Source: an optimization exercise on an open RTL-to-GDS flow (aim: small area and few clock cycles per item). Production flows keep margins and buffers that such runs may drop. Where RTL was checked, it was by simulation tests only, not by an equivalence proof against the original. For runs 1 and 2, only the layout was checked, not whether the RTL still works. Power and IR drop assume default switching activity.

## flow/constraint.sdc

```tcl
create_clock -name core_clock -period 5.0 [get_ports {clk}]
set_input_delay 1.0000 -clock core_clock [delete_from_list [all_inputs] [get_ports {clk}]]
set_output_delay 1.0000 -clock core_clock [all_outputs]
set_load 0.01 [all_outputs]
```

## flow/flow/run.sh

```bash
#!/bin/bash
# Standard ORFS layout, with the ports buffered by the smallest buffer
# instead of the delay cell buffer_ports picks by default.
set -euo pipefail
bash standard.sh \
  "BUFFER_PORTS_ARGS=-buffer_cell sky130_fd_sc_hd__buf_1" \
  finish > standard_flow.log 2>&1
```

## flow/standard.sh

```bash
#!/bin/bash
# synth_recipe.tcl (not shown) runs the flow's synth.tcl, then flattens the netlist and writes it again
# the make line also repeats each setting of config.mk as NAME=value (left out here)
make -C /OpenROAD-flow-scripts/flow DESIGN_CONFIG=/design/flow/config.mk WORK_HOME=/design/flow/orfs CLKGATE_MAP_FILE= SYNTH_SCRIPT=/design/flow/synth_recipe.tcl "${@:-finish}"
```

## flow/design.v

```verilog
`default_nettype none
package ifu_pkg;
    typedef logic [63:0] addr_t;
    typedef logic [63:0] word_t;
    typedef logic [1:0]  resp_t;
    typedef logic [31:0] inst_t;
    typedef logic [15:0] half_t;
    typedef enum logic [1:0] {
        SLOT0 = 2'd0,
        SLOT1 = 2'd1,
        SLOT2 = 2'd2,
        SLOT3 = 2'd3
    } slot_e;
    localparam addr_t RESET_PC = 64'h0;
    localparam int MAX_INFLIGHT = 4;
    localparam int BUF_DEPTH = 2;
    localparam addr_t WORD_BYTES = 64'd8;
    localparam logic [1:0] FULL_OPCODE = 2'b11;
endpackage
`default_nettype wire
`timescale 1ns/1ps
`default_nettype none
module ifu_top (
    input  wire                 clk,
    input  wire                 rst_n,
    output wire ifu_pkg::addr_t araddr,
    output wire                 arvalid,
    input  wire                 arready,
    input  wire                 rvalid,
    input  wire ifu_pkg::word_t rdata,
    input  wire ifu_pkg::resp_t rresp,
    input  wire                 jump_flag,
    input  wire ifu_pkg::addr_t jump_addr,
    output wire                 inst_valid,
    input  wire                 inst_ready,
    output wire ifu_pkg::inst_t inst,
    output wire                 compressed,
    output wire ifu_pkg::resp_t rresp_out,
    output wire ifu_pkg::addr_t tval,
    output wire ifu_pkg::addr_t pc
);
    localparam int D  = ifu_pkg::BUF_DEPTH;
    localparam int PW = (D > 1) ? $clog2(D) : 1;
    localparam int CW = $clog2(D + 1);
    logic [63:1] pc_q;           
    logic [63:0] mem_d [D];
    logic [1:0]  mem_r [D];
    logic [PW-1:0] rd_ptr, wr_ptr;
    logic [CW-1:0] count;        
    logic [CW-1:0] nout;         
    logic [2:0]    drop;         
    logic [15:0] left_half;      
    logic [1:0]  left_resp;
    logic        left_valid;
    logic [63:5] pc_up;
    logic [63:3] pc_inc;
    assign pc_up  = pc_q[63:5] + 59'd1;
    assign pc_inc = {(pc_q[4:3] == 2'b11) ? pc_up : pc_q[63:5], pc_q[4:3] + 2'd1};
    logic        keep_beat;
    logic        wr;
    logic        rd;
    logic        accept;
    logic        can_req;
    logic [63:3] req_addr;
    assign keep_beat = rvalid & (drop == 3'd0);
    assign can_req   = ({1'b0, drop} + 4'(nout)) <= 4'd6;
    assign arvalid   = jump_flag ? can_req : (can_req & ((nout + count - CW'(rd)) < CW'(D)));
    logic [2:0]  k;
    logic [2:0]  ksum;
    logic [63:3] fetch_word;
    assign k    = 3'(count) + 3'(nout) + 3'(pc_q[2:1] == 2'd3 && left_valid);
    assign ksum = {1'b0, pc_q[4:3]} + k;
    assign fetch_word = {ksum[2] ? pc_up : pc_q[63:5], ksum[1:0]};
    assign req_addr  = jump_flag ? jump_addr[63:3] : fetch_word;
    assign araddr    = {req_addr, 3'b000};
    assign accept    = arvalid & arready;
    logic        have_h;
    logic [63:0] h_data;
    logic [1:0]  h_resp;
    assign have_h = (count != '0) | keep_beat;
    assign h_data = (count != '0) ? mem_d[rd_ptr] : rdata;
    assign h_resp = (count != '0) ? mem_r[rd_ptr] : rresp;
    logic [1:0]  slot;
    logic [15:0] h0, h1;
    logic        is_comp;
    logic        fire;
    logic        hs;
    logic        pop;
    logic [1:0]  o_resp;
    logic        tval_up;
    assign slot = pc_q[2:1];
    always_comb begin
        case (slot)
            2'd0: begin h0 = h_data[15:0];  h1 = h_data[31:16]; end
            2'd1: begin h0 = h_data[31:16]; h1 = h_data[47:32]; end
            2'd2: begin h0 = h_data[47:32]; h1 = h_data[63:48]; end
            default: begin
                h0 = left_valid ? left_half : h_data[63:48];
                h1 = h_data[15:0];
            end
        endcase
    end
    assign is_comp = (h0[1:0] != 2'b11);
    always_comb begin
        if (slot != 2'd3)     fire = have_h;
        else if (left_valid)  fire = ~left_32 | have_h;
        else                  fire = have_h & is_comp;
    end
    assign hs = fire & inst_ready & ~jump_flag;
    always_comb begin
        pop = 1'b0;
        if (!jump_flag) begin
            case (slot)
                2'd1:    pop = hs & ~is_comp;
                2'd2:    pop = hs;
                2'd3:    pop = ~left_valid & have_h;
                default: pop = 1'b0;
            endcase
        end
    end
    logic       at_left;
    logic       left_ok;
    logic       left_32;
    assign at_left = (slot == 2'd3) & left_valid;
    assign left_ok = (left_resp == 2'b00);
    assign left_32 = (left_half[1:0] == 2'b11);
    assign tval_up = at_left & left_32 & left_ok;
    assign o_resp  = (at_left & ~(left_32 & left_ok)) ? left_resp : h_resp;
    assign inst_valid = fire;
    assign inst       = {is_comp ? 16'h0 : h1, h0};
    assign compressed = is_comp;
    assign rresp_out  = o_resp;
    assign pc         = {pc_q, 1'b0};
    assign tval       = tval_up ? {pc_inc, 3'b000} : {pc_q, 1'b0};
    assign rd = pop & (count != '0);
    assign wr = keep_beat & ~jump_flag & ~(pop & (count == '0));
    logic        to_next;
    logic [1:0]  slot_next;
    assign to_next     = (slot == 2'd3) | ((slot == 2'd2) & ~is_comp);
    assign slot_next = slot + (is_comp ? 2'd1 : 2'd2);
    logic [63:1] pc_next;
    always_comb begin
        pc_next = pc_q;
        if (hs) begin
            pc_next[2:1]  = slot_next;
            pc_next[63:3] = to_next ? pc_inc : pc_q[63:3];
        end
    end
    always_ff @(posedge clk) begin
        if (wr) begin
            mem_d[wr_ptr] <= rdata;
            mem_r[wr_ptr] <= rresp;
        end
        if (pop) begin
            left_half <= h_data[63:48];
            left_resp <= h_resp;
        end
    end
    function automatic logic [PW-1:0] ptr_inc(input logic [PW-1:0] p);
        if (p == PW'(D - 1)) begin
            ptr_inc = '0;
        end else begin
            ptr_inc = p + PW'(1);
        end
    endfunction
    always_ff @(posedge clk or negedge rst_n) begin
        if (!rst_n) begin
            pc_q       <= '0;
            rd_ptr     <= '0;
            wr_ptr     <= '0;
            count      <= '0;
            nout       <= '0;
            drop       <= '0;
            left_valid <= 1'b0;
        end else begin
            if (jump_flag) begin
                pc_q       <= jump_addr[63:1];
                rd_ptr     <= '0;
                wr_ptr     <= '0;
                count      <= '0;
                nout       <= CW'(accept);
                drop       <= drop + 3'(nout) - 3'(rvalid);
                left_valid <= 1'b0;
            end else begin
                pc_q <= pc_next;
                if (wr) wr_ptr <= ptr_inc(wr_ptr);
                if (rd) rd_ptr <= ptr_inc(rd_ptr);
                count <= count + CW'(wr) - CW'(rd);
                nout  <= nout + CW'(accept) - CW'(keep_beat);
                if (rvalid && drop != 3'd0) drop <= drop - 3'd1;
                if (pop) left_valid <= 1'b1;
            end
        end
    end
endmodule
`default_nettype wire
```

## flow/config.mk

```make
export PLATFORM = sky130hd
export DESIGN_NAME = ifu_top
export DESIGN_NICKNAME = ifu_top
export VERILOG_FILES = /design/flow/design.v
export SDC_FILE = /design/flow/constraint.sdc
export NUM_CORES = 4
export LEC_CHECK = 0
export CAP_MARGIN = 20
export CORE_MARGIN = 2
export CORE_UTILIZATION = 40
export SLEW_MARGIN = 20
```

==> results of run 1 <==
## state kept, by name, summed over array words and instances (netlist names)
register and count:
mem_d 128, left_resp 2, left_half 16, rd_ptr 1, nout 2, drop 3
wr_ptr 1, pc_q 63, mem_r 4, count 2, left_valid 1
## routing by layer
layer,GRT usage,part of all wire,vias up
li1,-,-,6000
met1,0.327,0.42,6286
met2,0.403,0.49,430
met3,0.0467,0.070,67
met4,0.0534,0.021,6
met5,0,0.00089,-
## cell families after synthesis
family,count (synthesis),synth area share
compound gates,273,0.118
buf+inv,186,0.0521
fa+ha+maj,21,0.0206
flops,223,0.434
simple gates,546,0.181
other cells,1,0.000257
mux,122,0.111
xor+xnor,138,0.0829
## cells in the mapped netlist, drive strengths merged, types with 24 or more instances
cell,instances,area share
xnor2,79,0.047
inv,59,0.015
xor2,59,0.035
mux2,24,0.019
clkbuf,82,0.021
edfxtp,150,0.31
buf,45,0.016
nand2,105,0.027
mux2i,69,0.047
and3,30,0.013
nand3,40,0.014
nor2,219,0.056
nor3,30,0.011
dfrtp,73,0.13
a21oi,116,0.040
mux4,29,0.045
o21ai,44,0.015
## metrics by stage
| step | hold slack, ns | total power, uW |
|---|---|---|
| 6_report | 0.556 | 6040 |
| 5_1_grt | 0.607 | 6360 |
| 4_1_cts | 0.568 | 6090 |
| 3_5_place_dp | 0.553 | 4130 |
| 3_3_place_gp | 0.559 | 4110 |
| 2_1_floorplan | 0.511 | 3480 |
## power breakdown
| group | internal, uW | switching [uW] |
|---|---|---|
| clock network | 1100 | 800 |
| logic | 742 | 1130 |
| registers | 2100 | 174 |
| total | 3940 | 2100 |
## worst register-to-register path: cells and delay by family, from the launching register on
family / cells / cell delay, ns
mux: 1 / 0.29
simple gates: 6 / 1.32
fa+ha+maj: 3 / 0.82
flops: 1 / 0.55
buf+inv: 1 / 0.04
xor+xnor: 2 / 0.30
compound gates: 3 / 0.42
## layout make-up
cell class / count / area [um2]
fill: 3464 / 18500
multi-input combinational: 1105 / 7580
sequential: 223 / 6340
timing repair buffer: 396 / 1710
clock buffer: 31 / 691
tap: 461 / 577
inverter: 59 / 224
clock inverter: 19 / 158
antenna: 2 / 5.00
## repair_timing
| item | 4_1_cts | 5_1_grt |
|---|---|---|
| gates resized for setup | 0 | 4 |
| pin swaps | 1 | 0 |
| setup buffers | 5 | 0 |
| setup endpoints to repair | 2 | 6 |
## worst max-delay path by stage
stage | start | endpoint | slack (ns) | cells after the start
2_1_floorplan | rvalid | mem_d[0][0] | -0.35 | 7
3_3_place_gp | count[1] | araddr[51] | 0.50 | 9
3_5_place_dp | count[1] | araddr[51] | 0.48 | 9
4_1_cts | count[1] | inst_valid | 0.14 | 7
5_1_grt | count[1] | araddr[63] | 0.02 | 9
6_report | pc_q[18] | araddr[56] | 0.22 | 8
==> results.json, run 1 <==
{
  "setup_viol": 0,
  "avgViaCountPerCell": 5.57,
  "fp.dieH_um": 195,
  "hold_viol_final": 0,
  "worstHoldPathType": "in2async",
  "drive_above_1_share": 0.0867,
  "tightest_slew_ns": 1.09,
  "path_cells": "nand4_1 > or4_1 > nor4_4 > and2_4 > nand3_2 > or4b_1 > o211a_1 > buf_1",
  "synth_enable_flop_cells": 150,
  "finClkSkew_ns": 0.00865,
  "period_share": 0.957,
  "reg2reg_setup_slack_ns": 1.12,
  "slew_headroom": 0.275,
  "dr.pass1.iters": 5,
  "crit_required_ns": 4.00,
  "reg2regPathDepth": 16,
  "max_freq_mhz": 209,
  "postCtsHoldBufs": 0,
  "cts_root_buf": "clkbuf_16",
  "slew_violations": 0,
  "nets": 1969,
  "r2r-start": "count[1]",
  "synth_cell_types": 72,
  "fin_crit_ns": 4.78,
  "slowest_delay_ns": 0.76,
  "fin_ws_ns": 0.217,
  "vias": 12800,
  "grt_overflow": 0,
  "finalInstanceArea_um2": 17300,
  "drt_wl_total_um": 47400,
  "syn2layout_area_growth_pct": 18.5,
  "dp_cells": 2239,
  "reg2reg_to": "nout[0]",
  "rsz0062_at_grt": "false",
  "pin_count": 365,
  "status": "complete, no violations",
  "yosysWarnings": 1,
  "drc": 0,
  "first_global_vias": 12200,
  "design.core.area_um2": 35700,
  "cts_htree_levels": 1,
  "clk_pin_slew_ns": 0.06,
  "ys_seq_area_frac": 0.434,
  "numCtsBuffers": 27,
  "clkLatencyLatePin_ns": 0.55,
  "drtIter0Drc": 970,
  "rows": 69,
  "mostFrequentLayoutCell": "buf_1",
  "async_flop_share": 0.327,
  "placed_area_um2": 16300,
  "critPathKind": "reg2out",
  "globalplace.congestion": 0.928,
  "maxCapViolations": 0,
  "synth.avg_cell_area_um2": 9.65,
  "cts_sinks": 223,
  "pre_cts_ws_ns": 0.476,
  "power_density_nw_per_um2": 350,
  "finalSetupTns_ns": 0,
  "hpwlAfterDp_um": 33900,
  "die_w_um": 195,
  "syn-cell-area_um2": 14600,
  "syn_inst": 1510,
  "antenna_found_initial": 4,
  "grt_max_degree": 79,
  "leakagePower_uw": 0.00596,
  "synth_flop_cell": "edfxtp_1",
  "die-area_um2": 38000,
  "track_usage": 0.242,
  "worstPathMaxFanout": 10,
  "ir_drop_v": 0.000275,
  "cp_top_family": "simple AND/OR/NAND/NOR gates",
  "arrival_ns": 3.78,
  "initial_core_util": 0.408,
  "grt_pass1_wl_um": 72400,
  "cp_num_buf_inv": 1,
  "start_kind": "register",
  "ys_ff_latch": 223,
  "stdcell_count": 2296,
  "wl_per_cell_um": 20.7,
  "cpMaxStageDelayCell": "or4_1",
  "endpoint_kind": "output pin",
  "cts_tree": "yes",
  "final_cell_mix": "buf_1 (356), nor2_1 (215), edfxtp_1 (150), a21oi_1 (115), nand2_1 (105)",
  "ant_nets": 0,
  "clk_path_buf_depth": 3,
  "final_util": 0.483,
  "numPortBuffers": 358
}
==> run 2: changes to the inputs <==
--- a/flow/config.mk
+++ b/flow/config.mk
@@ -10,2 +10,3 @@
 export CORE_UTILIZATION = 40
+export CTS_BUF_LIST = sky130_fd_sc_hd__clkbuf_4
 export SLEW_MARGIN = 20
==> run 2 against run 1 <==
  * Sequential cell count is the same
  * Critical path type unchanged
  * Die area is the same
  * Largest cell class unchanged
  * Worst setup slack improved by 0.027 ns
  * Clock skew increased by 0.058 ns
  * First-iteration DRC count decreased by 9.7%
  * Final cell count up 2.6%
  * Sequential share of layout area hardly changed
==> results.json, run 2 <==
{
  "start_kind": "register",
  "numCtsBuffers": 66,
  "synth.avg_cell_area_um2": 9.65,
  "nets": 2009,
  "drive_above_1_share": 0.121,
  "placed_area_um2": 16300,
  "fin_crit_ns": 4.76,
  "grt_pass1_wl_um": 73200,
  "tightest_slew_ns": 1.10,
  "largest_reg_flops": 128,
  "grt_overflow": 0,
  "p_total_uw": 5840,
  "final_util": 0.483,
  "endpoint_kind": "output pin",
  "synth_top_area_share": 0.309,
  "initial_core_util": 0.408,
  "pin_count": 365,
  "regMostFlops": "mem_d",
  "arrival_ns": 3.76,
  "drtIter0Drc": 876,
  "first_global_vias": 12600,
  "finalInstanceArea_um2": 17300,
  "avgViaCountPerCell": 5.56,
  "antenna_found_initial": 4,
  "rows": 69,
  "worstHoldPathType": "in2async",
  "cts_tree": "yes",
  "worstPathMaxFanout": 9,
  "numPortBuffers": 358,
  "slew_violations": 0,
  "maxCapViolations": 0,
  "die_w_um": 195,
  "syn-cell-area_um2": 14600,
  "yosysTopAreaCell": "edfxtp_1",
  "cp-startpoint": "pc_q[12]",
  "period_share": 0.951,
  "hpwlAfterDp_um": 33900,
  "slew_headroom": 0.265,
  "ys_top_cells_by_area": "edfxtp_1 (31%), dfrtp_1 (13%), nor2_1 (5.6%)",
  "die-area_um2": 38000,
  "status": "complete, no violations",
  "cts_htree_levels": 3,
  "drc": 0,
  "synth_flop_cell": "edfxtp_1",
  "clk_path_buf_depth": 3,
  "async_flop_share": 0.327,
  "ys_seq_area_frac": 0.434,
  "drt_wl_total_um": 47900,
  "synth_commonest_cells": "nor2_1 (219), edfxtp_1 (150), a21oi_1 (115)",
  "mostFrequentLayoutCell": "buf_1",
  "critPathKind": "reg2out",
  "dr.pass1.iters": 5,
  "hold_viol_final": 0,
  "grt_max_degree": 79,
  "r2r-start": "drop[1]",
  "cts_sinks": 223,
  "clk_pin_slew_ns": 0.06,
  "max_freq_mhz": 210,
  "postCtsHoldBufs": 0,
  "setup_viol": 0,
  "vias": 13100,
  "ir_drop_v": 0.000182,
  "rsz0062_at_grt": "false",
  "leakagePower_uw": 0.00605,
  "syn2layout_area_growth_pct": 18.4,
  "power_density_nw_per_um2": 339,
  "yosysMostFrequentCell": "nor2_1",
  "synth_enable_flop_cells": 150,
  "track_usage": 0.246,
  "design.core.area_um2": 35700,
  "cts_root_buf": "clkbuf_4",
  "yosysWarnings": 1,
  "clkLatencyLatePin_ns": 0.70,
  "synth_cell_types": 72,
  "wl_per_cell_um": 20.3,
  "ant_nets": 0,
  "final_cell_mix": "buf_1 (356), nor2_1 (214), edfxtp_1 (150), a21oi_1 (115), nand2_1 (105)",
  "reg_top3": "mem_d (128), pc_q (63), left_half (16)",
  "fp.dieH_um": 195,
  "ys_ff_latch": 223,
  "crit_required_ns": 4.00,
  "finClkSkew_ns": 0.0662,
  "syn_inst": 1510,
  "globalplace.congestion": 0.928
}
run 2: cell types whose count changed in the layout (fill, tap and decap cells not counted), moves of 2 or more:
| cell | before | now |
|---|---|---|
| clkbuf_4 | 1 | 92 |
| clkbuf_16 | 27 | 0 |
| clkbuf_1 | 4 | 0 |
| clkinv_2 | 4 | 0 |
| bufinv_16 | 2 | 0 |
| clkinv_1 | 9 | 11 |
| clkinv_4 | 0 | 2 |
| dfrtp_1 | 71 | 69 |
| dfrtp_2 | 1 | 3 |
run 2: worst paths after layout:
kind | end | depth (start not counted) | slack, ns
min in group core_clock | mem_d[0][7] | 1 | 0.54
max in group asynchronous | drop[2] | 2 | 3.69
hold reg to reg | drop[2] | 1 | 0.57
setup reg to reg | nout[0] | 18 | 1.21
hold / removal | pc_q[42] | 1 | 0.40
setup / recovery | araddr[56] | 8 | 0.24
run 2: per-stage QoR:
stage	instances	hold WS (ns)	setup slack [ns]	setup TNS, ns
finish	2355	0.398	0.244	0
global placement	2239	0.559	0.502	0
CTS	2353	0.380	0.0213	0
global route	2354	0.420	0.0272	0
detailed placement	2239	0.553	0.476	0
floorplan	1514	0.511	-0.348	-45.91
run 2: area by class of cell:
cell class	count	area, um2
Tap cell	461	577
Clock inverter	18	103
Multi-Input combinational cell	1105	7610
Inverter	59	224
Antenna cell	1	2.50
Timing Repair Buffer	397	1720
Clock buffer	91	683
Sequential cell	223	6340
Fill cell	3520	18500
run 2: worst max-delay path, stage by stage (launching register included):
cell     delay [ns]
dfrtp_1        0.55
nand4_4        0.20
or4_1          0.82
nor4_4         0.37
and2_4         0.25
nand3_2        0.12
or4b_1         0.50
o211a_1        0.12
buf_1          0.12
run 2: power breakdown:
group          internal [uW]  switching [uW]
combinational            744            1130
sequential              2100             174
clock                    850             841
total                   3700            2150
run 2: cell families after synthesis:
family	synth area share
other	0.000257
AOI/OAI and AO/OA	0.118
and+or+nand+nor	0.181
xor gates and xnor gates	0.0829
buffers and inverters	0.0521
muxes	0.111
DFF	0.434
adders and majority gates	0.0206
run 2: layer usage:
metal	vias to the layer above	wire length [um]	track usage
met1	6361	20100	0.326
li1	6128	-	-
met3	92	3560	0.0554
met2	511	23000	0.402
met5	-	44	0
met4	6	1250	0.0800
run 2: repair_timing:
| action | in CTS | in global routing |
|---|---|---|
| endpoints found under the setup margin | 21 | 35 |
| buffers inserted | 5 | 1 |
| gates resized for setup | 2 | 12 |
| endpoints found under the hold margin | 0 | 0 |
| pin swaps | 1 | 1 |
| cloned | 0 | 0 |
==> run 3: changes to the inputs <==
--- a/flow/design.v
+++ b/flow/design.v
@@ -105,3 +105,3 @@
         if (slot != 2'd3)     fire = have_h;
-        else if (left_valid)  fire = ~left_32 | have_h;
+        else if (left_valid)  fire = is_comp | have_h;
         else                  fire = have_h & is_comp;
@@ -120,10 +120,10 @@
     end
-    logic       at_left;
-    logic       left_ok;
-    logic       left_32;
-    assign at_left = (slot == 2'd3) & left_valid;
-    assign left_ok = (left_resp == 2'b00);
-    assign left_32 = (left_half[1:0] == 2'b11);
-    assign tval_up = at_left & left_32 & left_ok;
-    assign o_resp  = (at_left & ~(left_32 & left_ok)) ? left_resp : h_resp;
+    always_comb begin
+        o_resp  = h_resp;
+        tval_up = 1'b0;
+        if (slot == 2'd3 && left_valid) begin
+            if (is_comp || left_resp != 2'b00) o_resp = left_resp;
+            tval_up = ~is_comp & (left_resp == 2'b00);
+        end
+    end
     assign inst_valid = fire;
@@ -136,12 +136,10 @@
     assign wr = keep_beat & ~jump_flag & ~(pop & (count == '0));
-    logic        to_next;
-    logic [1:0]  slot_next;
-    assign to_next     = (slot == 2'd3) | ((slot == 2'd2) & ~is_comp);
-    assign slot_next = slot + (is_comp ? 2'd1 : 2'd2);
     logic [63:1] pc_next;
     always_comb begin
+        logic [2:0] lo;
+        lo = {1'b0, pc_q[2:1]} + (is_comp ? 3'd1 : 3'd2);
         pc_next = pc_q;
         if (hs) begin
-            pc_next[2:1]  = slot_next;
-            pc_next[63:3] = to_next ? pc_inc : pc_q[63:3];
+            pc_next[2:1]  = lo[1:0];
+            pc_next[63:3] = lo[2] ? pc_inc : pc_q[63:3];
         end
==> flow/run.sh (new file) <==
#!/bin/bash
# synth_recipe.tcl (not shown) runs the flow's synth.tcl, then flattens the netlist and writes it again
# the make line also repeats each setting of config.mk as NAME=value (left out here)
make -C /OpenROAD-flow-scripts/flow DESIGN_CONFIG=/design/flow/config.mk WORK_HOME=/design/flow/orfs CLKGATE_MAP_FILE= SYNTH_SCRIPT=/design/flow/synth_recipe.tcl finish
--- a/flow/config.mk
+++ b/flow/config.mk
@@ -10,3 +10,2 @@
 export CORE_UTILIZATION = 40
-export CTS_BUF_LIST = sky130_fd_sc_hd__clkbuf_4
 export SLEW_MARGIN = 20
removed: flow/flow/run.sh
removed: flow/standard.sh
==> run 3 against run 2 <==
  * Clock-buffer cell count down 60
  * Combinational power is about 40% higher
  * Critical endpoint is now tval[46]
  * Global-route usage increased by 2.3 points
  * First-iteration DRC count is 0.23% higher
  * Still clean
  * Critical path depth grew 1
  * Final cell count down 3.1%
  * Clock skew shrank 0.057 ns
==> results.json, run 3 <==
{
  "final_util": 0.565,
  "largest_reg_flops": 128,
  "clk_pin_slew_ns": 0.06,
  "power_density_nw_per_um2": 337,
  "nets": 1948,
  "design.core.area_um2": 36300,
  "yosysMostFrequentCell": "edfxtp_1",
  "worstHoldPathType": "in2async",
  "regMostFlops": "mem_d",
  "antenna_found_initial": 5,
  "ys_seq_area_frac": 0.431,
  "synth_mux_area_frac": 0.157,
  "endpoint_kind": "output pin",
  "synth_top_family_by_area": "multiplexers",
  "grt_pass1_wl_um": 79300,
  "wl_per_cell_um": 23.1,
  "grt_overflow": 0,
  "slew_violations": 0,
  "die-area_um2": 38300,
  "setup_viol": 0,
  "ant_nets": 0,
  "avgViaCountPerCell": 5.59,
  "critPathKind": "in2out",
  "synth_commonest_cells": "edfxtp_1 (150), nor2_1 (134), clkbuf_1 (92), xor2_1 (92), nand2_1 (90)",
  "first_global_vias": 12800,
  "grt_max_degree": 98,
  "slowest_delay_ns": 0.59,
  "syn2layout_area_growth_pct": 40.0,
  "slew_headroom": 0.545,
  "synthSimpleGateAreaFrac": 0.155,
  "cp_top_family": "buffers and inverters",
  "postCtsHoldBufs": 0,
  "synth_flop_cell": "edfxtp_1",
  "cts_tree": "yes",
  "cp_common_cell": "clkdlybuf4s50_1",
  "synth_cell_types": 71,
  "ys_top_cells_by_area": "edfxtp_1 (31%), dfrtp_1 (12%), mux2_2 (6.7%)",
  "async_flop_share": 0.327,
  "drive_above_1_share": 0.171,
  "cts_sinks": 223,
  "maxCapViolations": 0,
  "mostFrequentLayoutCell": "clkdlybuf4s50_1",
  "yosysTopAreaCell": "edfxtp_1",
  "fin_crit_ns": 4.91,
  "yosysWarnings": 1,
  "cts_root_buf": "clkbuf_16",
  "placed_area_um2": 19200,
  "worstPathMaxFanout": 11,
  "synth_top_area_share": 0.307,
  "clk_path_buf_depth": 3,
  "finalInstanceArea_um2": 20600,
  "synth_enable_flop_cells": 150,
  "status": "complete, no violations",
  "initial_core_util": 0.404,
  "numCtsBuffers": 26,
  "leakagePower_uw": 0.00769,
  "stdcell_count": 2282,
  "reg_top3": "mem_d (128), pc_q (63), left_half (16)",
  "hpwlAfterDp_um": 37900,
  "drt_wl_total_um": 52700,
  "hold_viol_final": 0,
  "dr.pass1.iters": 5,
  "dp_cells": 2221,
  "arrival_ns": 3.91,
  "max_freq_mhz": 204,
  "synth_fa_ha_area_frac": 0.0218,
  "track_usage": 0.269,
  "finClkSkew_ns": 0.00911,
  "synth_compound_area_frac": 0.0821,
  "period_share": 0.982,
  "syn_inst": 1437,
  "ys_ff_latch": 223,
  "clkLatencyLatePin_ns": 0.54,
  "rsz0062_at_grt": "true",
  "fp.dieH_um": 196,
  "drtIter0Drc": 878,
  "final_cell_mix": "clkdlybuf4s50_1 (315), edfxtp_1 (150), nor2_1 (129), xor2_1 (91), nand2_1 (88)",
  "synth_xor_area_frac": 0.0995,
  "cpMaxStageDelayCell": "clkdlybuf4s50_1",
  "ir_drop_v": 0.000236,
  "holdWs_ns": 0.464,
  "path_cells": "clkdlybuf4s50_1 > nor4_1 > a221o_1 > mux4_2 > or2_1 > buf_12 > nor4_2 > xor2_1 > clkdlybuf4s50_1",
  "globalplace.congestion": 0.882,
  "synth.avg_cell_area_um2": 10.2,
  "crit_required_ns": 4.00,
  "die_w_um": 196,
  "cts_htree_levels": 1,
  "drc": 0,
  "pin_count": 365,
  "rows": 70,
  "start_kind": "input pin",
  "numPortBuffers": 358,
  "tightest_slew_ns": 0.677,
  "syn-cell-area_um2": 14700,
  "vias": 12700,
  "cp_num_buf_inv": 3
}
run 3: logic make-up (layout without fill, tap and decap cells):
logic type | count (synthesis) | in the layout
AO/OA/AOI/OAI | 189 | 189
XOR/XNOR | 166 | 166
adder cells (fa/ha/maj) | 22 | 22
buffers and inverters | 191 | 560
flip-flops | 223 | 223
multiplexers | 183 | 183
other | 1 | 9
AND/OR/NAND/NOR | 462 | 462
run 3: power breakdown:
part           switching, uW  internal, uW
Sequential               177          2110
Clock                    805          1220
Combinational           1300          1310
Total                   2280          4640
run 3: layout make-up:
type,instances,area [um2]
flip-flops and latches,223,6340
repair buffers,449,4590
clock buffers,31,669
fillers,3159,15800
diodes,4,10.0
inverters,63,239
multi-input cells,1027,7900
well taps,468,586
clock inverters,17,228
run 3: per-stage QoR:
step                      setup slack [ns]  TNS [ns]  power (uW)
after global placement              -0.218    -0.661        4740
after detailed placement            -0.244     -1.40        4770
after floorplan                     -0.301    -39.75        3560
final                               0.0899         0        6920
after global routing               -0.0645    -0.151        7230
after CTS                        0.0000724         0        6930
run 3: path summary, 6_finish.rpt:
kind	slack (ns)	endpoint	depth (start not counted)	from
max in group asynchronous	3.57	pc_q[17]	2	rst_n
min in group core_clock	0.58	drop[2]	1	drop[2]
setup reg to reg	0.74	pc_q[45]	17	left_valid
setup / recovery	0.09	tval[46]	9	rdata[49]
hold / removal	0.46	pc_q[10]	1	rst_n
hold reg to reg	0.58	drop[2]	1	drop[2]
run 3: timing repair:
item,CTS,global route
resized for setup,25,73
pin swaps,3,3
endpoints found under the setup margin,86,86
hold endpoints to repair,0,0
gates cloned,2,0
setup buffers,4,3
run 3: per-layer routing:
metal	up-vias	part of all wire	GRT usage
met2	476	0.48	0.450
met5	-	0.00047	0
met4	4	0.035	0.0761
li1	5889	-	-
met3	97	0.063	0.0463
met1	6283	0.42	0.360
run 3: worst register-to-register path: cells and delay by family, from the launching register on:
family                     cells  cell delay [ns]
AOI/OAI and AO/OA              4             0.76
and+or+nand+nor                3             0.38
muxes                          2             0.75
DFF                            1             0.38
buffers and inverters          5             1.10
xor gates and xnor gates       1             0.16
adders and majority gates      2             0.61
Testbench counts of run 3, summed over its fixed seeds: cycles 55,957, items 40,294.

afterwards: timing with drivers on the ports:
No port has a modelled driver above. Below, the same layouts with a new extraction and two added sets of constraints. Step 1: set_driving_cell puts a clkbuf_16 on clk and a buf_2 on each other input, an assumption about the parent block. Step 2, shift: input delay + t, output delay - t, t = (earliest + latest rising clock arrival at the registers) / 2. This alone moves slack from input paths to output paths. a / b / c = ideal / step 1 / step 2; a / b = the first two.
| run | t (ns) | slack for setup (ns) | worst hold slack (ns) |
|---|---|---|---|
| run 1 | 0.589 | 0.217 / 0.171 / 0.489 | 0.556 / 0.546 / 0.570 |
| run 2 | 0.710 | 0.244 / 0.205 / 0.536 | 0.398 / 0.397 / 0.569 |
| run 3 | 0.583 | 0.090 / 0.003 / 0.003 | 0.464 / 0.447 / 0.582 |
After both steps setup and hold are still met in every run listed. The setup slack of run 3, which loses most, moves by -0.087 ns with the drivers and by -0.087 ns with both steps.
